What follows belongs to an exercise in optimizing a design on an open flow for small area, a short achievable clock period and few clock cycles per item; a production flow would make more cautious choices.
Function was checked by simulation only, so behaviour that the tests miss may differ from the original.
Power is estimated from default activity; no workload was simulated.

## build 58
==> flow/design.v (excerpt) <==
module instr_mem_pipe #(
    parameter int                DATA_W = 32,
    parameter int                DEPTH  = 64,
    parameter int                ADDR_W = 32,
    parameter logic [DATA_W-1:0] FILL   = 32'h0000_0013
) (
    input  logic              clk,
    input  logic              reset_n,
    input  logic              req_valid,
    output logic              req_ready,
    input  logic [ADDR_W-1:0] req_addr,
    output logic              resp_valid,
    input  logic              resp_ready,
    output logic [DATA_W-1:0] resp_data,
    output logic              resp_fault,
    input  logic              wr_en,
    input  logic [ADDR_W-1:0] wr_addr,
    input  logic [DATA_W-1:0] wr_data,
    output logic              busy
);
    localparam int BYTES = DATA_W / 8;
    localparam int OFF   = $clog2(BYTES);
    localparam int IDX_W = $clog2(DEPTH);
    localparam int NGRP  = 4;                   
    localparam int GRP_W = $clog2(NGRP);
    localparam int GSIZE = DEPTH / NGRP;        
    localparam int LOW_W = IDX_W - GRP_W;
    localparam logic [ADDR_W:0] LIMIT = (ADDR_W + 1)'(DEPTH * BYTES);
    logic              r_run;        
    logic              r_busy;       
    logic              r_ready;      
    logic [DATA_W-1:0] r_mem [DEPTH];
    logic              r_a_valid;
    logic [DATA_W-1:0] r_a_word [NGRP];
    logic [NGRP-1:0]   r_a_gsel;     
    logic              r_a_bad;
    logic              r_s_valid;
    logic [DATA_W-1:0] r_s_data;
    logic              r_s_fault;
    logic              r_resp_valid;
    logic [DATA_W-1:0] r_resp_data;
    logic              r_resp_fault;
    logic              w_req_ok;
    logic [IDX_W-1:0]  w_req_idx;
    logic              w_wr_ok;
    logic [IDX_W-1:0]  w_wr_idx;
    logic              w_out_free;
    logic              w_a_free;
    logic              w_req_ready;
    logic              w_accept;
    logic [GSIZE-1:0]  w_lo_sel;
    logic [DATA_W-1:0] w_cand [NGRP];
    logic [DATA_W-1:0] w_a_data;
    logic [DATA_W-1:0] w_wdata;
    logic [DEPTH-1:0]  w_we;
    logic              w_a_move;
    logic              w_a_valid_nxt;
    logic              w_s_valid_nxt;
    logic              w_b_valid_nxt;
    function automatic logic addr_ok(input logic [ADDR_W-1:0] a);
        addr_ok = (a[OFF-1:0] == '0) && ({1'b0, a} < LIMIT);
    endfunction
    always_comb begin
  ...
==> flow/config.mk <==
export PLATFORM = sky130hd
export DESIGN_NAME = instr_mem_pipe
export DESIGN_NICKNAME = instr_mem_pipe
export VERILOG_FILES = /design/flow/design.v
export SDC_FILE = /design/flow/constraint.sdc
export NUM_CORES = 4
export LEC_CHECK = 0
export ABC_CLOCK_PERIOD_IN_PS = 2000
export CAP_MARGIN = 20
export CORE_MARGIN = 2
export CORE_UTILIZATION = 47
export CTS_CLUSTER_DIAMETER = 90
export CTS_CLUSTER_SIZE = 24
export SETUP_SLACK_MARGIN = 1.3
export SLEW_MARGIN = 20
==> flow/constraint.sdc <==
create_clock -name core_clock -period 3.5 [get_ports {clk}]
set_input_delay 0.7000 -clock core_clock [delete_from_list [all_inputs] [get_ports {clk}]]
set_output_delay 0.7000 -clock core_clock [all_outputs]
set_load 0.01 [all_outputs]
standard.sh (not shown) runs the stock make flow with config.mk's settings and CLKGATE_MAP_FILE= SYNTH_SCRIPT=/design/flow/synth_recipe.tcl, a recipe that flattens the netlist after the stock synthesis.
==> flow/flow/run.sh <==
#!/bin/bash
# The standard ORFS layout, with the port buffers made from buf_4 instead of
# the default cell (a slow delay buffer on sky130hd). Every input and output
# port still gets its own buffer. If the routed layout is left with an
# antenna violation, routing is redone with another detailed-router seed
# (up to twice). Each make run's full output goes to its own log file here.
set -euo pipefail
export BUFFER_PORTS_ARGS="-buffer_cell sky130_fd_sc_hd__buf_4"
bash standard.sh finish > orfs_flow.log 2>&1
ant=orfs/reports/${FLOW_PLATFORM:-sky130hd}/instr_mem_pipe/base/drt_antennas.log
for try in 1 2; do
  if [[ -f $ant ]] && grep -q VIOLATED "$ant"; then
    cp "$ant" "antennas_before_reroute_$try.log"
    export OR_SEED=$((try * 17))
    bash standard.sh clean_route clean_finish finish > "orfs_reroute_$try.log" 2>&1
  fi
done
Testbench counts of build 58, summed over its fixed seeds: cycles 12,536, items 12,000.
Relative to build 58, the following input files were edited for build 52:
# build 58
export LEC_CHECK = 0
export ABC_CLOCK_PERIOD_IN_PS = 2000
export CAP_MARGIN = 20
export CORE_MARGIN = 2
export CORE_UTILIZATION = 47
export CTS_CLUSTER_DIAMETER = 90
export CTS_CLUSTER_SIZE = 24
export SETUP_SLACK_MARGIN = 1.3
export SLEW_MARGIN = 20
create_clock -name core_clock -period 3.5 [get_ports {clk}]
# build 52
export LEC_CHECK = 0
export ABC_CLOCK_PERIOD_IN_PS = 2000
export CAP_MARGIN = 20
export CORE_MARGIN = 2
export CORE_UTILIZATION = 42
export CTS_CLUSTER_DIAMETER = 90
export CTS_CLUSTER_SIZE = 24
export GPL_TIMING_DRIVEN = 0
export SETUP_SLACK_MARGIN = 1.3
export SLEW_MARGIN = 20
create_clock -name core_clock -period 3.5 [get_ports {clk}]
### Flow results
For the peak clock frequency supported by timing, build 52 came in 0.026 GHz lower than build 58 did.
Build 52 against build 58: instance count on the critical path moved up, die extent in x moved up, final instance area moved up, initial core utilization moved down.
### build 52 -> build 15
# build 52
export LEC_CHECK = 0
export ABC_CLOCK_PERIOD_IN_PS = 2000
export CAP_MARGIN = 20
export CORE_MARGIN = 2
export CORE_UTILIZATION = 42
export CTS_CLUSTER_DIAMETER = 90
export CTS_CLUSTER_SIZE = 24
export GPL_TIMING_DRIVEN = 0
export SETUP_SLACK_MARGIN = 1.3
export SLEW_MARGIN = 20
create_clock -name core_clock -period 3.5 [get_ports {clk}]
# build 15
export LEC_CHECK = 0
export ABC_CLOCK_PERIOD_IN_PS = 2000
export CAP_MARGIN = 20
export CORE_MARGIN = 2
export CORE_UTILIZATION = 42
export CTS_CLUSTER_DIAMETER = 90
export CTS_CLUSTER_SIZE = 24
export SETUP_SLACK_MARGIN = 1.3
export SLEW_MARGIN = 20
create_clock -name core_clock -period 3.5 [get_ports {clk}]
==> flow/flow/run.sh <==
#!/bin/bash
# The standard ORFS layout, with the port buffers made from buf_4 instead of
# the default cell (a slow delay buffer on sky130hd). Every input and output
# port still gets its own buffer. ORFS's full output goes to orfs_flow.log.
set -euo pipefail
export BUFFER_PORTS_ARGS="-buffer_cell sky130_fd_sc_hd__buf_4"
bash standard.sh finish > orfs_flow.log 2>&1
Notes after the runs:
- Delta (build 15 minus build 52): relative contribution of combinational cells to total power went down 2.1 points; cell area went down about 8%; total length of routed met2 wires went down about 5%; post-synthesis to final-layout area growth went down 9.5 points; final non-filler cell total went down 568.
- Looking at minimum clock period, build 15 sits 210 ps below build 52.
- Build 15 finished all stages; layout check result: FAIL, due to antenna violations.
- Sort build 52 and build 15 by clock power share, descending, and build 15 comes first.
- Status: storage element area parity (build 52, build 15)
- From build 52 to build 15 the numbers moved as follows: global-route usage now smaller, worst setup slack picked up an extra 210 ps.
Edits applied to the flow inputs when going from build 15 to build 97:
# build 15
export LEC_CHECK = 0
export ABC_CLOCK_PERIOD_IN_PS = 2000
export CAP_MARGIN = 20
export CORE_MARGIN = 2
export CORE_UTILIZATION = 42
export CTS_CLUSTER_DIAMETER = 90
export CTS_CLUSTER_SIZE = 24
export SETUP_SLACK_MARGIN = 1.3
export SLEW_MARGIN = 20
create_clock -name core_clock -period 3.5 [get_ports {clk}]
# build 97
export LEC_CHECK = 0
export ABC_CLOCK_PERIOD_IN_PS = 2000
export CAP_MARGIN = 20
export CORE_MARGIN = 2
export CORE_UTILIZATION = 42
export CTS_CLUSTER_DIAMETER = 90
export CTS_CLUSTER_SIZE = 24
export SETUP_SLACK_MARGIN = 1.2
export SLEW_MARGIN = 20
create_clock -name core_clock -period 3.5 [get_ports {clk}]
--- a/flow/flow/run.sh
+++ b/flow/flow/run.sh
@@ -3,3 +3,6 @@
 # the default cell (a slow delay buffer on sky130hd). Every input and output
-# port still gets its own buffer. ORFS's full output goes to orfs_flow.log.
+# port still gets its own buffer. If the routed layout is left with an
+# antenna violation, the layout is redone from the floorplan with the core
+# utilisation raised by one point (up to twice); synthesis is kept. Each
+# make run's full output goes to its own log file here.
 set -euo pipefail
@@ -7 +10,9 @@
 bash standard.sh finish > orfs_flow.log 2>&1
+ant=orfs/reports/${FLOW_PLATFORM:-sky130hd}/instr_mem_pipe/base/drt_antennas.log
+for util in 43 44; do
+  if [[ -f $ant ]] && grep -q VIOLATED "$ant"; then
+    cp "$ant" "antennas_before_util_$util.log"
+    bash standard.sh clean_floorplan clean_place clean_cts clean_route clean_finish \
+      CORE_UTILIZATION=$util finish > "orfs_flow_util_$util.log" 2>&1
+  fi
+done
### Flow results
Build 97 has completed all stages; timing, DRC and antenna checks passed. Of build 15 and build 97, the higher worst setup slack belongs to build 15. Between build 15 and build 97, the difference in final cell area excluding filler cells is negligible. Status: total leakage power parity (build 97, build 15). Delta (build 97 minus build 15): final-layout worst hold slack shrank by 39 ps, actual slew at the worst max-slew pin moved down. Status: final cell count parity (build 97, build 15).

## port drivers added, routing unchanged
Ports are ideal in the flow. The routed layouts listed here were re-timed in OpenROAD. Step 1 (the two cells are an assumption about what drives the block):
set clk [get_ports {clk}]
set_driving_cell -lib_cell sky130_fd_sc_hd__clkbuf_16 $clk
set_driving_cell -lib_cell sky130_fd_sc_hd__buf_2 [delete_from_list [all_inputs] $clk]
Step 2 also shifts input and output timing later by t, the mid clock arrival at the registers, as if the neighbouring blocks saw the same clock. Three values: ideal ports, drivers, drivers and shift; two values: the first two.
| run | shift t [ns] | setup slack, ns | clock arrival spread, ns | worst register clock-pin slew, ns | worst data-port slew with drivers (ns) |
|---|---|---|---|---|---|
| build 58 | 0.843 | 1.149 / 1.149 / 0.467 | 0.063 / 0.063 | 0.10 / 0.10 | 0.14 |
| build 52 | 0.859 | 0.995 / 1.047 / 0.188 | 0.075 / 0.075 | 0.11 / 0.11 | 0.22 |
| build 15 | 0.844 | 1.208 / 1.232 / 0.406 | 0.054 / 0.054 | 0.10 / 0.10 | 0.18 |
| build 97 | 0.864 | 1.058 / 1.095 / 0.253 | 0.060 / 0.060 | 0.10 / 0.10 | 0.18 |
For build 52, which loses most, drivers alone change the setup slack by +0.052 ns; drivers and shift together by -0.807 ns.
